This is an optimization exercise on Yosys and OpenROAD, whose aim is small area, a short achievable clock period and few clock cycles per item, not a production implementation.
Only simulation tests tie the RTL to the original design; equivalence was not proved.

--- flow/run.sh ---
#!/bin/bash
# synth_recipe.tcl (not shown) runs the flow's synth.tcl, then flattens the netlist and writes it again
# the make line also repeats each setting of config.mk as NAME=value (left out here)
make -C /OpenROAD-flow-scripts/flow DESIGN_CONFIG=/design/flow/config.mk WORK_HOME=/design/flow/orfs CLKGATE_MAP_FILE= SYNTH_SCRIPT=/design/flow/synth_recipe.tcl finish
--- flow/config.mk ---
export PLATFORM = sky130hd
export DESIGN_NAME = rational_arithmetic_unit
export DESIGN_NICKNAME = rational_arithmetic_unit
export VERILOG_FILES = /design/flow/design.v
export SDC_FILE = /design/flow/constraint.sdc
export NUM_CORES = 4
export LEC_CHECK = 0
export CAP_MARGIN = 20
export CORE_MARGIN = 2
export CORE_UTILIZATION = 40
export SLEW_MARGIN = 20
--- flow/constraint.sdc ---
create_clock -name core_clock -period 12.0 [get_ports {clock}]
set_input_delay 2.4000 -clock core_clock [delete_from_list [all_inputs] [get_ports {clock}]]
set_output_delay 2.4000 -clock core_clock [all_outputs]
set_load 0.01 [all_outputs]
--- flow/design.v ---
`default_nettype none
package rau_pkg;
   localparam int WORD_BITS = 32;
   localparam int OP_BITS   = 4;
   localparam int CNT_BITS  = $clog2(WORD_BITS);
   typedef logic [WORD_BITS-1:0] word_type;
   localparam logic [OP_BITS-1:0] OP_ADD    = 4'd0;
   localparam logic [OP_BITS-1:0] OP_SUB    = 4'd1;
   localparam logic [OP_BITS-1:0] OP_MUL    = 4'd2;
   localparam logic [OP_BITS-1:0] OP_DIV    = 4'd3;
   localparam logic [OP_BITS-1:0] OP_POW    = 4'd4;
   localparam logic [OP_BITS-1:0] OP_NEG    = 4'd5;
   localparam logic [OP_BITS-1:0] OP_SCALAR = 4'd6;
   localparam logic [OP_BITS-1:0] OP_EQ     = 4'd7;
   localparam logic [OP_BITS-1:0] OP_NE     = 4'd8;
   localparam logic [OP_BITS-1:0] OP_GT     = 4'd9;
   localparam logic [OP_BITS-1:0] OP_GE     = 4'd10;
   localparam logic [OP_BITS-1:0] OP_LT     = 4'd11;
   localparam logic [OP_BITS-1:0] OP_LE     = 4'd12;
   typedef struct packed {
      logic [OP_BITS-1:0]          req_type;
      logic signed [WORD_BITS-1:0] a_num;
      logic signed [WORD_BITS-1:0] a_den;
      logic signed [WORD_BITS-1:0] b_num;
      logic signed [WORD_BITS-1:0] b_den;
      logic signed [WORD_BITS-1:0] int_operand;
   } req_item_type;
   typedef struct packed {
      logic signed [WORD_BITS-1:0] res_num;
      logic signed [WORD_BITS-1:0] res_den;
      logic                        cmp_true;
      logic                        status;
   } rsp_item_type;
   typedef enum logic [4:0] {
      DP_NOP, DP_LOAD, DP_GCD_INIT, DP_DIV_GCD, DP_WB_GCD, DP_DIV_N, DP_WB_N,
      DP_DIV_D, DP_WB_D, DP_DIV_LCM, DP_DIV_SX, DP_DIV_SY, DP_ADD, DP_SUB,
      DP_NEG, DP_RD_AD, DP_POW_INIT, DP_E_SHIFT, DP_FIN_OK, DP_FIN_ERR
   } dp_op_type;
   typedef enum logic [1:0] {PAIR_A, PAIR_B, PAIR_R, PAIR_D} pair_type;
   typedef enum logic [3:0] {
      M_AN_BN, M_AD_BD, M_AN_BD, M_AD_BN, M_AN_IOP, M_LCM, M_SX, M_SY,
      M_RN_X, M_RD_Y, M_X_X, M_Y_Y
   } mul_sel_type;
   typedef enum logic [2:0] {DST_RN, DST_RD, DST_L, DST_X, DST_Y} dst_type;
   typedef struct packed {
      dp_op_type   op;
      pair_type    pair;
      logic        mul_en;
      mul_sel_type msel;
      logic        wb_en;
      dst_type     dst;
   } dp_cmd_type;
   localparam dp_cmd_type CMD_NOP = {DP_NOP, PAIR_A, 1'b0, M_AN_BN, 1'b0, DST_RN};
   typedef struct packed {
      logic [OP_BITS-1:0] op;
      logic               ad_zero;
      logic               bd_zero;
      logic               ga_zero;
      logic               gb_zero;
      logic               div_done;
      logic               e_zero;
      logic               e_odd;
      logic               rd_zero;
   } dp_stat_type;
   typedef enum logic [4:0] {
      S_IDLE, S_CHECK, S_G_TEST, S_G_WAIT, S_R_CHK, S_R_WN, S_R_D, S_R_WD,
      S_L_DIV, S_L_WAIT, S_L_WB, S_X_DIV, S_X_WAIT, S_X_WB, S_Y_DIV, S_Y_WAIT,
      S_Y_WB, S_SCALED, S_M2, S_M3, S_SC, S_P_TEST, S_P1, S_P2, S_P3, S_P4,
      S_A_END, S_FIN, S_C_B, S_C_CMP
   } state_type;
   typedef enum logic {GR_LCM, GR_RED} gret_type;
   typedef enum logic [1:0] {RR_ARITH, RR_CMP_B, RR_CMP} rret_type;
endpackage
`default_nettype wire
`default_nettype none
import rau_pkg::*;
module rau_divider (
   input  logic     clock,
   input  logic     reset,
   input  logic     start,
   input  rau_pkg::word_type dividend,
   input  rau_pkg::word_type divisor,
   output logic     done,
   output rau_pkg::word_type quot,
   output rau_pkg::word_type rem
);
   logic                busy_ff, busy_in;
   logic                done_ff, done_in;
   logic [CNT_BITS-1:0] cnt_ff, cnt_in;
   rau_pkg::word_type            quot_ff, quot_in, rem_ff, rem_in, dsor_ff, dsor_in;
   logic [WORD_BITS:0]  trial, diff;
   logic                fits;
   always_comb begin
      trial   = {rem_ff, quot_ff[WORD_BITS-1]};
      diff    = trial - {1'b0, dsor_ff};
      fits    = (trial >= {1'b0, dsor_ff});
      busy_in = busy_ff;
      done_in = 1'b0;
      cnt_in  = cnt_ff;
      quot_in = quot_ff;
      rem_in  = rem_ff;
      dsor_in = dsor_ff;
      if (start) begin
         busy_in = 1'b1;
         cnt_in  = '0;
         quot_in = dividend;
         rem_in  = '0;
         dsor_in = divisor;
      end else if (busy_ff) begin
         rem_in  = fits ? diff[WORD_BITS-1:0] : trial[WORD_BITS-1:0];
         quot_in = {quot_ff[WORD_BITS-2:0], fits};
         cnt_in  = cnt_ff + 1'b1;
         if (cnt_ff == WORD_BITS-1) begin
            busy_in = 1'b0;
            done_in = 1'b1;
         end
      end
   end
   always_ff @(posedge clock) begin
      if (reset) begin
         busy_ff <= 1'b0;
         done_ff <= 1'b0;
      end else begin
         busy_ff <= busy_in;
         done_ff <= done_in;
      end
   end
   always_ff @(posedge clock) begin
      cnt_ff  <= cnt_in;
      quot_ff <= quot_in;
      rem_ff  <= rem_in;
      dsor_ff <= dsor_in;
   end
   assign done = done_ff;
   assign quot = quot_ff;
   assign rem  = rem_ff;
endmodule
`default_nettype wire
`default_nettype none
import rau_pkg::*;
module rau_datapath (
   input  logic         clock,
   input  logic         reset,
   input  rau_pkg::req_item_type req_item,
   input  rau_pkg::dp_cmd_type   cmd,
   output rau_pkg::dp_stat_type  stat,
   output logic         rsp_valid,
   output rau_pkg::rsp_item_type rsp_item
);
   logic [OP_BITS-1:0]   op_ff, op_in;
   rau_pkg::word_type             an_ff, an_in, ad_ff, ad_in, bn_ff, bn_in, bd_ff, bd_in;
   rau_pkg::word_type             iop_ff, iop_in, e_ff, e_in;
   rau_pkg::word_type             rn_ff, rn_in, rd_ff, rd_in, l_ff, l_in, x_ff, x_in, y_ff, y_in;
   rau_pkg::word_type             ga_ff, ga_in, gb_ff, gb_in, prod_ff, prod_in;
   rau_pkg::rsp_item_type         rsp_ff, rsp_in;
   logic                 rsp_valid_ff, rsp_valid_in;
   rau_pkg::word_type             pair_n, pair_d, div_a, div_b, quot, rem, sq, mul_a, mul_b;
   rau_pkg::word_type             qn, qd;
   logic                 div_start, div_done, sq_neg, eq_ab, gt_xy, gt_yx;
   rau_pkg::word_type             prod_full;
   function automatic logic [WORD_BITS-1:0] mag(input logic [WORD_BITS-1:0] v);
      mag = v[WORD_BITS-1] ? -v : v;
   endfunction
   rau_divider u_divider (
      .clock    (clock),
      .reset    (reset),
      .start    (div_start),
      .dividend (div_a),
      .divisor  (div_b),
      .done     (div_done),
      .quot     (quot),
      .rem      (rem)
   );
   always_comb begin
      case (cmd.pair)
         PAIR_A:  begin pair_n = an_ff; pair_d = ad_ff; end
         PAIR_B:  begin pair_n = bn_ff; pair_d = bd_ff; end
         PAIR_R:  begin pair_n = rn_ff; pair_d = rd_ff; end
         PAIR_D:  begin pair_n = ad_ff; pair_d = bd_ff; end
         default: begin pair_n = an_ff; pair_d = ad_ff; end
      endcase
   end
   always_comb begin
      div_start = 1'b1;
      div_a     = ga_ff;
      div_b     = gb_ff;
      case (cmd.op)
         DP_DIV_GCD: ;
         DP_DIV_N:   begin div_a = mag(pair_n); div_b = ga_ff; end
         DP_DIV_D:   begin div_a = mag(pair_d); div_b = ga_ff; end
         DP_DIV_LCM: begin div_a = mag(ad_ff);  div_b = ga_ff; end
         DP_DIV_SX:  begin div_a = mag(l_ff);   div_b = mag(ad_ff); end
         DP_DIV_SY:  begin div_a = mag(l_ff);   div_b = mag(bd_ff); end
         default:    div_start = 1'b0;
      endcase
   end
   assign sq_neg = l_ff[WORD_BITS-1] ^
                   ((cmd.msel == M_SY) ? bd_ff[WORD_BITS-1] : ad_ff[WORD_BITS-1]);
   assign sq = sq_neg ? -quot : quot;
   assign qn = pair_n[WORD_BITS-1] ? -quot : quot;
   assign qd = pair_d[WORD_BITS-1] ? -quot : quot;
   always_comb begin
      case (cmd.msel)
         M_AN_BN:  begin mul_a = an_ff; mul_b = bn_ff; end
         M_AD_BD:  begin mul_a = ad_ff; mul_b = bd_ff; end
         M_AN_BD:  begin mul_a = an_ff; mul_b = bd_ff; end
         M_AD_BN:  begin mul_a = ad_ff; mul_b = bn_ff; end
         M_AN_IOP: begin mul_a = an_ff; mul_b = iop_ff; end
         M_LCM:    begin mul_a = quot;  mul_b = mag(bd_ff); end
         M_SX:     begin mul_a = an_ff; mul_b = sq; end
         M_SY:     begin mul_a = bn_ff; mul_b = sq; end
         M_RN_X:   begin mul_a = rn_ff; mul_b = x_ff; end
         M_RD_Y:   begin mul_a = rd_ff; mul_b = y_ff; end
         M_X_X:    begin mul_a = x_ff;  mul_b = x_ff; end
         M_Y_Y:    begin mul_a = y_ff;  mul_b = y_ff; end
         default:  begin mul_a = an_ff; mul_b = bn_ff; end
      endcase
   end
   assign prod_full = mul_a * mul_b;
   assign prod_in   = cmd.mul_en ? prod_full : prod_ff;
   assign eq_ab = (an_ff == bn_ff) && (ad_ff == bd_ff);
   assign gt_xy = ($signed(x_ff) > $signed(y_ff));
   assign gt_yx = ($signed(y_ff) > $signed(x_ff));
   always_comb begin
      op_in        = op_ff;
      an_in        = an_ff;
      ad_in        = ad_ff;
      bn_in        = bn_ff;
      bd_in        = bd_ff;
      iop_in       = iop_ff;
      e_in         = e_ff;
      rn_in        = rn_ff;
      rd_in        = rd_ff;
      l_in         = l_ff;
      x_in         = x_ff;
      y_in         = y_ff;
      ga_in        = ga_ff;
      gb_in        = gb_ff;
      rsp_in       = rsp_ff;
      rsp_valid_in = 1'b0;
      case (cmd.op)
         DP_LOAD: begin
            op_in  = req_item.req_type;
            an_in  = req_item.a_num;
            ad_in  = req_item.a_den;
            bn_in  = req_item.b_num;
            bd_in  = req_item.b_den;
            iop_in = req_item.int_operand;
         end
         DP_GCD_INIT: begin
            ga_in = mag(pair_n);
            gb_in = mag(pair_d);
         end
         DP_WB_GCD: begin
            ga_in = gb_ff;
            gb_in = rem;
         end
         DP_WB_N: begin
            case (cmd.pair)
               PAIR_A:  an_in = qn;
               PAIR_B:  bn_in = qn;
               PAIR_R:  rn_in = qn;
               default: ;
            endcase
         end
         DP_WB_D: begin
            case (cmd.pair)
               PAIR_A:  ad_in = qd;
               PAIR_B:  bd_in = qd;
               PAIR_R:  rd_in = qd;
               default: ;
            endcase
         end
         DP_ADD: begin rn_in = x_ff + y_ff; rd_in = l_ff; end
         DP_SUB: begin rn_in = x_ff - y_ff; rd_in = l_ff; end
         DP_NEG: begin rn_in = -an_ff; rd_in = ad_ff; end
         DP_RD_AD: rd_in = ad_ff;
         DP_POW_INIT: begin
            if (iop_ff[WORD_BITS-1]) begin
               x_in = ad_ff;
               y_in = an_ff;
            end else begin
               x_in = an_ff;
               y_in = ad_ff;
            end
            e_in  = mag(iop_ff);
            rn_in = 32'd1;
            rd_in = 32'd1;
         end
         DP_E_SHIFT: e_in = e_ff >> 1;
         DP_FIN_OK: begin
            rsp_valid_in = 1'b1;
            rsp_in       = '0;
            case (op_ff)
               OP_ADD, OP_SUB, OP_MUL, OP_DIV, OP_POW, OP_NEG, OP_SCALAR: begin
                  rsp_in.res_num = $signed(rn_ff);
                  rsp_in.res_den = $signed(rd_ff);
               end
               OP_EQ:   rsp_in.cmp_true = eq_ab;
               OP_NE:   rsp_in.cmp_true = !eq_ab;
               OP_GT:   rsp_in.cmp_true = gt_xy;
               OP_GE:   rsp_in.cmp_true = !gt_yx;
               OP_LT:   rsp_in.cmp_true = gt_yx;
               OP_LE:   rsp_in.cmp_true = !gt_xy;
               default: ;
            endcase
         end
         DP_FIN_ERR: begin
            rsp_valid_in  = 1'b1;
            rsp_in        = '0;
            rsp_in.status = 1'b1;
         end
         default: ;
      endcase
      if (cmd.wb_en) begin
         case (cmd.dst)
            DST_RN:  rn_in = prod_ff;
            DST_RD:  rd_in = prod_ff;
            DST_L:   l_in  = prod_ff;
            DST_X:   x_in  = prod_ff;
            DST_Y:   y_in  = prod_ff;
            default: ;
         endcase
      end
   end
   always_ff @(posedge clock) begin
      if (reset) begin
         rsp_valid_ff <= 1'b0;
      end else begin
         rsp_valid_ff <= rsp_valid_in;
      end
   end
   always_ff @(posedge clock) begin
      op_ff   <= op_in;
      an_ff   <= an_in;
      ad_ff   <= ad_in;
      bn_ff   <= bn_in;
      bd_ff   <= bd_in;
      iop_ff  <= iop_in;
      e_ff    <= e_in;
      rn_ff   <= rn_in;
      rd_ff   <= rd_in;
      l_ff    <= l_in;
      x_ff    <= x_in;
      y_ff    <= y_in;
      ga_ff   <= ga_in;
      gb_ff   <= gb_in;
      prod_ff <= prod_in;
      rsp_ff  <= rsp_in;
   end
   always_comb begin
      stat.op       = op_ff;
      stat.ad_zero  = (ad_ff == '0);
      stat.bd_zero  = (bd_ff == '0);
      stat.ga_zero  = (ga_ff == '0);
      stat.gb_zero  = (gb_ff == '0);
      stat.div_done = div_done;
      stat.e_zero   = (e_ff == '0);
      stat.e_odd    = e_ff[0];
      stat.rd_zero  = (rd_ff == '0);
   end
   assign rsp_valid = rsp_valid_ff;
   assign rsp_item  = rsp_ff;
endmodule
`default_nettype wire
`default_nettype none
import rau_pkg::*;
module rau_controller (
   input  logic        clock,
   input  logic        reset,
   input  logic        start,
   input  rau_pkg::dp_stat_type stat,
   output logic        busy,
   output rau_pkg::dp_cmd_type  cmd
);
   rau_pkg::state_type state_ff, state_in;
   rau_pkg::gret_type  g_ret_ff, g_ret_in;
   rau_pkg::rret_type  r_ret_ff, r_ret_in;
   rau_pkg::pair_type  pair_ff, pair_in;
   rau_pkg::state_type r_target;
   always_comb begin
      case (r_ret_ff)
         RR_ARITH: r_target = S_FIN;
         RR_CMP_B: r_target = S_C_B;
         RR_CMP:   r_target = S_C_CMP;
         default:  r_target = S_FIN;
      endcase
   end
   always_comb begin
      state_in = state_ff;
      g_ret_in = g_ret_ff;
      r_ret_in = r_ret_ff;
      pair_in  = pair_ff;
      cmd      = CMD_NOP;
      cmd.pair = pair_ff;
      case (state_ff)
         S_IDLE: begin
            if (start) begin
               cmd.op   = DP_LOAD;
               state_in = S_CHECK;
            end
         end
         S_CHECK: begin
            if (stat.op > OP_LE) begin
               cmd.op   = DP_FIN_OK;
               state_in = S_IDLE;
            end else if (stat.ad_zero || (stat.bd_zero && stat.op != OP_POW &&
                                         stat.op != OP_NEG && stat.op != OP_SCALAR)) begin
               cmd.op   = DP_FIN_ERR;
               state_in = S_IDLE;
            end else begin
               case (stat.op)
                  OP_ADD, OP_SUB: begin
                     cmd.op   = DP_GCD_INIT;
                     cmd.pair = PAIR_D;
                     g_ret_in = GR_LCM;
                     state_in = S_G_TEST;
                  end
                  OP_MUL, OP_DIV: begin
                     cmd.mul_en = 1'b1;
                     cmd.msel   = (stat.op == OP_MUL) ? M_AN_BN : M_AN_BD;
                     state_in   = S_M2;
                  end
                  OP_POW: begin
                     cmd.op   = DP_POW_INIT;
                     state_in = S_P_TEST;
                  end
                  OP_NEG: begin
                     cmd.op   = DP_NEG;
                     state_in = S_A_END;
                  end
                  OP_SCALAR: begin
                     cmd.mul_en = 1'b1;
                     cmd.msel   = M_AN_IOP;
                     state_in   = S_SC;
                  end
                  default: begin
                     cmd.op   = DP_GCD_INIT;
                     cmd.pair = PAIR_A;
                     pair_in  = PAIR_A;
                     g_ret_in = GR_RED;
                     r_ret_in = RR_CMP_B;
                     state_in = S_G_TEST;
                  end
               endcase
            end
         end
         S_G_TEST: begin
            if (stat.gb_zero) begin
               state_in = (g_ret_ff == GR_LCM) ? S_L_DIV : S_R_CHK;
            end else begin
               cmd.op   = DP_DIV_GCD;
               state_in = S_G_WAIT;
            end
         end
         S_G_WAIT: begin
            if (stat.div_done) begin
               cmd.op   = DP_WB_GCD;
               state_in = S_G_TEST;
            end
         end
         S_R_CHK: begin
            if (stat.ga_zero) begin
               state_in = r_target;
            end else begin
               cmd.op   = DP_DIV_N;
               state_in = S_R_WN;
            end
         end
         S_R_WN: begin
            if (stat.div_done) begin
               cmd.op   = DP_WB_N;
               state_in = S_R_D;
            end
         end
         S_R_D: begin
            cmd.op   = DP_DIV_D;
            state_in = S_R_WD;
         end
         S_R_WD: begin
            if (stat.div_done) begin
               cmd.op   = DP_WB_D;
               state_in = r_target;
            end
         end
         S_L_DIV: begin
            cmd.op   = DP_DIV_LCM;
            state_in = S_L_WAIT;
         end
         S_L_WAIT: begin
            if (stat.div_done) begin
               cmd.mul_en = 1'b1;
               cmd.msel   = M_LCM;
               state_in   = S_L_WB;
            end
         end
         S_L_WB: begin
            cmd.wb_en = 1'b1;
            cmd.dst   = DST_L;
            state_in  = S_X_DIV;
         end
         S_X_DIV: begin
            cmd.op   = DP_DIV_SX;
            state_in = S_X_WAIT;
         end
         S_X_WAIT: begin
            if (stat.div_done) begin
               cmd.mul_en = 1'b1;
               cmd.msel   = M_SX;
               state_in   = S_X_WB;
            end
         end
         S_X_WB: begin
            cmd.wb_en = 1'b1;
            cmd.dst   = DST_X;
            state_in  = S_Y_DIV;
         end
         S_Y_DIV: begin
            cmd.op   = DP_DIV_SY;
            state_in = S_Y_WAIT;
         end
         S_Y_WAIT: begin
            if (stat.div_done) begin
               cmd.mul_en = 1'b1;
               cmd.msel   = M_SY;
               state_in   = S_Y_WB;
            end
         end
         S_Y_WB: begin
            cmd.wb_en = 1'b1;
            cmd.dst   = DST_Y;
            state_in  = S_SCALED;
         end
         S_SCALED: begin
            if (stat.op == OP_ADD) begin
               cmd.op   = DP_ADD;
               state_in = S_A_END;
            end else if (stat.op == OP_SUB) begin
               cmd.op   = DP_SUB;
               state_in = S_A_END;
            end else begin
               cmd.op   = DP_FIN_OK;
               state_in = S_IDLE;
            end
         end
         S_M2: begin
            cmd.wb_en  = 1'b1;
            cmd.dst    = DST_RN;
            cmd.mul_en = 1'b1;
            cmd.msel   = (stat.op == OP_MUL) ? M_AD_BD : M_AD_BN;
            state_in   = S_M3;
         end
         S_M3: begin
            cmd.wb_en = 1'b1;
            cmd.dst   = DST_RD;
            state_in  = S_A_END;
         end
         S_SC: begin
            cmd.op    = DP_RD_AD;
            cmd.wb_en = 1'b1;
            cmd.dst   = DST_RN;
            state_in  = S_A_END;
         end
         S_P_TEST: begin
            if (stat.e_zero) begin
               state_in = S_A_END;
            end else if (stat.e_odd) begin
               cmd.mul_en = 1'b1;
               cmd.msel   = M_RN_X;
               state_in   = S_P1;
            end else begin
               cmd.mul_en = 1'b1;
               cmd.msel   = M_X_X;
               state_in   = S_P3;
            end
         end
         S_P1: begin
            cmd.wb_en  = 1'b1;
            cmd.dst    = DST_RN;
            cmd.mul_en = 1'b1;
            cmd.msel   = M_RD_Y;
            state_in   = S_P2;
         end
         S_P2: begin
            cmd.wb_en  = 1'b1;
            cmd.dst    = DST_RD;
            cmd.mul_en = 1'b1;
            cmd.msel   = M_X_X;
            state_in   = S_P3;
         end
         S_P3: begin
            cmd.wb_en  = 1'b1;
            cmd.dst    = DST_X;
            cmd.mul_en = 1'b1;
            cmd.msel   = M_Y_Y;
            state_in   = S_P4;
         end
         S_P4: begin
            cmd.wb_en = 1'b1;
            cmd.dst   = DST_Y;
            cmd.op    = DP_E_SHIFT;
            state_in  = S_P_TEST;
         end
         S_A_END: begin
            if (stat.rd_zero) begin
               cmd.op   = DP_FIN_ERR;
               state_in = S_IDLE;
            end else if (stat.op <= OP_POW) begin
               cmd.op   = DP_GCD_INIT;
               cmd.pair = PAIR_R;
               pair_in  = PAIR_R;
               g_ret_in = GR_RED;
               r_ret_in = RR_ARITH;
               state_in = S_G_TEST;
            end else begin
               cmd.op   = DP_FIN_OK;
               state_in = S_IDLE;
            end
         end
         S_FIN: begin
            cmd.op   = DP_FIN_OK;
            state_in = S_IDLE;
         end
         S_C_B: begin
            cmd.op   = DP_GCD_INIT;
            cmd.pair = PAIR_B;
            pair_in  = PAIR_B;
            g_ret_in = GR_RED;
            r_ret_in = RR_CMP;
            state_in = S_G_TEST;
         end
         S_C_CMP: begin
            if (stat.op == OP_EQ || stat.op == OP_NE) begin
               cmd.op   = DP_FIN_OK;
               state_in = S_IDLE;
            end else begin
               cmd.op   = DP_GCD_INIT;
               cmd.pair = PAIR_D;
               g_ret_in = GR_LCM;
               state_in = S_G_TEST;
            end
         end
         default: state_in = S_IDLE;
      endcase
   end
   always_ff @(posedge clock) begin
      if (reset) begin
         state_ff <= S_IDLE;
         g_ret_ff <= GR_LCM;
         r_ret_ff <= RR_ARITH;
         pair_ff  <= PAIR_A;
      end else begin
         state_ff <= state_in;
         g_ret_ff <= g_ret_in;
         r_ret_ff <= r_ret_in;
         pair_ff  <= pair_in;
      end
   end
   assign busy = (state_ff != S_IDLE);
endmodule
`default_nettype wire
`default_nettype none
import rau_pkg::*;
module rational_arithmetic_unit (
   input  logic        clock,
   input  logic        reset,
   input  logic        start,
   output logic        busy,
   input  logic [3:0]  req_type,
   input  logic [31:0] a_num,
   input  logic [31:0] a_den,
   input  logic [31:0] b_num,
   input  logic [31:0] b_den,
   input  logic [31:0] int_operand,
   output logic        rsp_valid,
   output logic [31:0] res_num,
   output logic [31:0] res_den,
   output logic        cmp_true,
   output logic        status
);
   rau_pkg::req_item_type req_item;
   rau_pkg::rsp_item_type rsp_item;
   assign req_item = {req_type, a_num, a_den, b_num, b_den, int_operand};
   assign {res_num, res_den, cmp_true, status} = rsp_item;
   rau_pkg::dp_cmd_type  cmd;
   rau_pkg::dp_stat_type stat;
   rau_controller u_controller (
      .clock (clock),
      .reset (reset),
      .start (start),
      .stat  (stat),
      .busy  (busy),
      .cmd   (cmd)
   );
   rau_datapath u_datapath (
      .clock     (clock),
      .reset     (reset),
      .req_item  (req_item),
      .cmd       (cmd),
      .stat      (stat),
      .rsp_valid (rsp_valid),
      .rsp_item  (rsp_item)
   );
endmodule
`default_nettype wire
==> results.txt <==
## how the worst max path moves through the flow
| stage | slack [ns] | cells after the start | end |
|---|---|---|---|
| 3_5_place_dp | 0.83 | 32 | u_datapath.prod_ff[30] |
| 6_report | 0.47 | 36 | u_datapath.prod_ff[30] |
| 2_1_floorplan | 1.36 | 43 | u_datapath.prod_ff[31] |
| 3_3_place_gp | 0.89 | 30 | u_datapath.prod_ff[30] |
| 4_1_cts | 0.81 | 32 | u_datapath.prod_ff[30] |
| 5_1_grt | 0.21 | 39 | u_datapath.prod_ff[31] |
## per-layer routing
layer / part of all wire / GRT usage / up-vias
met5: 0.00054 / 0.00242 / -
met4: 0.11 / 0.368 / 26
met3: 0.13 / 0.149 / 1412
met2: 0.40 / 0.618 / 4708
met1: 0.36 / 0.535 / 30650
li1: - / - / 25464
## kinds of logic after synthesis
group	share of synthesized area
muxes	0.0391
xor gates and xnor gates	0.0698
adders and majority gates	0.185
and+or+nand+nor	0.183
buffers and inverters	0.0734
DFF	0.277
AOI/OAI and AO/OA	0.172
## area by class of cell
type                       count  area (sq um)
sequential                   632         17200
clock buffer                  97          2190
timing repair buffer         558          4870
multi-input combinational   5532         40600
tap                         2044          2560
clock inverter                47           503
antenna                       22          55.1
inverter                     643          2410
fill                       15285         83700
## worst max-delay path: cells and delay by family (launching register included)
family	cells	cell delay (ns)
fa+ha+maj	10	3.94
compound gates	10	3.54
simple gates	7	1.97
buf+inv	7	0.75
flops	1	0.64
xor+xnor	2	0.39
## state kept, by name, indices dropped and copies added, names as in the netlist, 5 cells and up
name and flops:
u_datapath.u_divider.quot_ff 32, u_datapath.prod_ff 32, u_datapath.ga_ff 32, u_datapath.e_ff 32, u_datapath.bn_ff 32, u_datapath.rsp_ff 66
u_controller.state_ff 5, u_datapath.y_ff 32, u_datapath.u_divider.rem_ff 32, u_datapath.an_ff 32, u_datapath.iop_ff 32, u_datapath.rn_ff 32
u_datapath.l_ff 32, u_datapath.x_ff 32, u_datapath.u_divider.cnt_ff 5, u_datapath.u_divider.dsor_ff 32, u_datapath.ad_ff 32, u_datapath.rd_ff 32
u_datapath.gb_ff 32, u_datapath.bd_ff 32
## per-stage QoR
stage	util	worst slack (ns)	hold slack, ns
floorplan	-	1.36	0.436
global placement	0.439	0.890	0.448
detailed placement	0.439	0.829	0.464
CTS	0.456	0.807	0.471
global route	0.456	0.210	0.481
finish	0.457	0.470	0.475
## cell usage in the layout (no fill, tap or decap), types with 92 or more instances in the layout
master	n
xor2_1	165
ha_1	261
xnor2_1	316
a21o_1	128
edfxtp_1	454
clkdlybuf4s50_1	234
o21ai_0	414
inv_1	640
and2_1	96
a21oi_1	334
a31oi_1	94
nor3_1	132
nand3_1	113
nand2_1	745
fa_1	411
buf_4	316
a22oi_1	92
nor2_1	891
mux2i_1	196
dfxtp_1	177
==> flow_summary.json <==
{
  "crit_required_ns": 12.49,
  "routed-via-count": 62260,
  "grt_usage": 0.438,
  "relSlewSlack": 0.149,
  "drive_above_1_share": 0.0916,
  "finalSetupTns_ns": 0,
  "cp_slowest_cell": "a2111oi_0",
  "grt_max_degree": 102,
  "yosysWarnings": 3,
  "grt_pass1_wl_microns": 480000,
  "rsz0062_at_grt": "false",
  "syn2layout_area_growth_pct": 13.5,
  "hp-class": "flip-flop to flip-flop",
  "finClkSkew_ns": 0.0428,
  "coreArea_sq_um": 154000,
  "cts_root_buf": "clkbuf_16",
  "dr.pass1.iters": 8,
  "ys_seq_area_frac": 0.277,
  "crit_top_cell": "fa_1",
  "grt_overflow": 0,
  "cts_sinks": 632,
  "clk_path_buf_depth": 3,
  "dp_hpwl_microns": 274000,
  "cp_max_fo": 15,
  "clk_latency_ns": 0.74,
  "dieArea_sq_um": 158000,
  "drv_cap": 0,
  "synth_top_area_share": 0.220,
  "synth_most_common_cell": "nor2_1",
  "slowest_delay_ns": 0.98,
  "hold_viol": 0,
  "postCtsSetupBuffers": 0,
  "ctsHoldBuffers": 0,
  "drtIter0Drc": 9905,
  "syn_nets": 8179,
  "synth_cell_types": 105,
  "worst_slew_pin_slew_ns": 1.27,
  "ys_ff_latch": 632,
  "worstHoldPathCells": 2,
  "grt_pass1_vias": 58837,
  "synth_top_cell_by_area": "edfxtp_1",
  "ys.flop_type": "edfxtp_1",
  "dp.cells": 9408,
  "clk_pin_slew_ns": 0.07,
  "cts_buffers": 78,
  "reg2reg_from": "u_datapath.u_divider.quot_ff[0]",
  "synth_edf_count": 454,
  "startpoint_type": "flip-flop",
  "io_pins": 235,
  "avgSynthCellArea_sq_um": 8.45,
  "place_area_sq_um": 67600,
  "die_height_microns": 398,
  "ant_nets": 0,
  "die_w_microns": 398,
  "fmax_mhz": 86.7,
  "worstRegToRegCells": 36,
  "via_per_inst": 6.50,
  "critPathLaunch": "u_datapath.u_divider.quot_ff[0]",
  "ys_top_cells_by_count": "902 x nor2_1, 748 x nand2_1, 642 x inv_1",
  "slew_violations": 0,
  "min_period_over_period": 0.961,
  "drt-total-wl_microns": 354000,
  "synthCells": 7340,
  "final_nets": 8284,
  "endpoint_kind": "flip-flop",
  "regToRegSetupSlack_ns": 0.47,
  "crit_arrival_ns": 12.02,
  "port_buffers": 234,
  "fin_crit_ns": 11.53,
  "initial_core_util": 0.402,
  "fin_area_sq_um": 70400,
  "hold_path_end": "u_controller.r_ret_ff[1]",
  "drc": 0,
  "min-delay-start": "u_controller.r_ret_ff[1]",
  "synth_area_sq_um": 62000,
  "post_drt_wl_per_cell_microns": 37.0,
  "outcome": "timing/DRC/antenna clean",
  "r2r_end": "u_datapath.prod_ff[30]",
  "synth.area.top_cells": "edfxtp_1 22%, fa_1 13%, dfxtp_1 5.7%",
  "ctsResizeCount": 0,
  "cts_tree": "done",
  "setup-violations-final": 0,
  "path_class": "flip-flop to flip-flop",
  "final_cells": 9575,
  "gp_congestion": 1.11,
  "antenna_found_initial": 39,
  "cts_htree_levels": 3,
  "placementRows": 144,
  "async_flop_share": 0
}
Testbench counts, summed over its fixed seeds: cycles 3,406,441, items 8,000.

separate check: timing with driven ports:
The results above use ideal ports. As a check the final layout listed here was re-extracted and re-timed, cells and wires unchanged. Step 1 sets driving cells, clkbuf_16 on the clock port and buf_2 on the other inputs (assumed; they add their load-dependent delay and slew). Step 2 moves the port delays by t, midway between the first and last clock arrival at a register: inputs arrive t later, outputs are due t later. That takes back most of the time a late clock gives input paths. a / b / c = ideal / step 1 / step 2; a / b = the first two.
t (ns): 0.802
setup WS [ns]: 0.470 / 0.470 / 0.470
worst data-port slew with drivers (ns): 0.09
After both steps this run still meets setup and hold. The setup slack of this run moves by 0.000 ns with the drivers and by 0.000 ns with both steps.
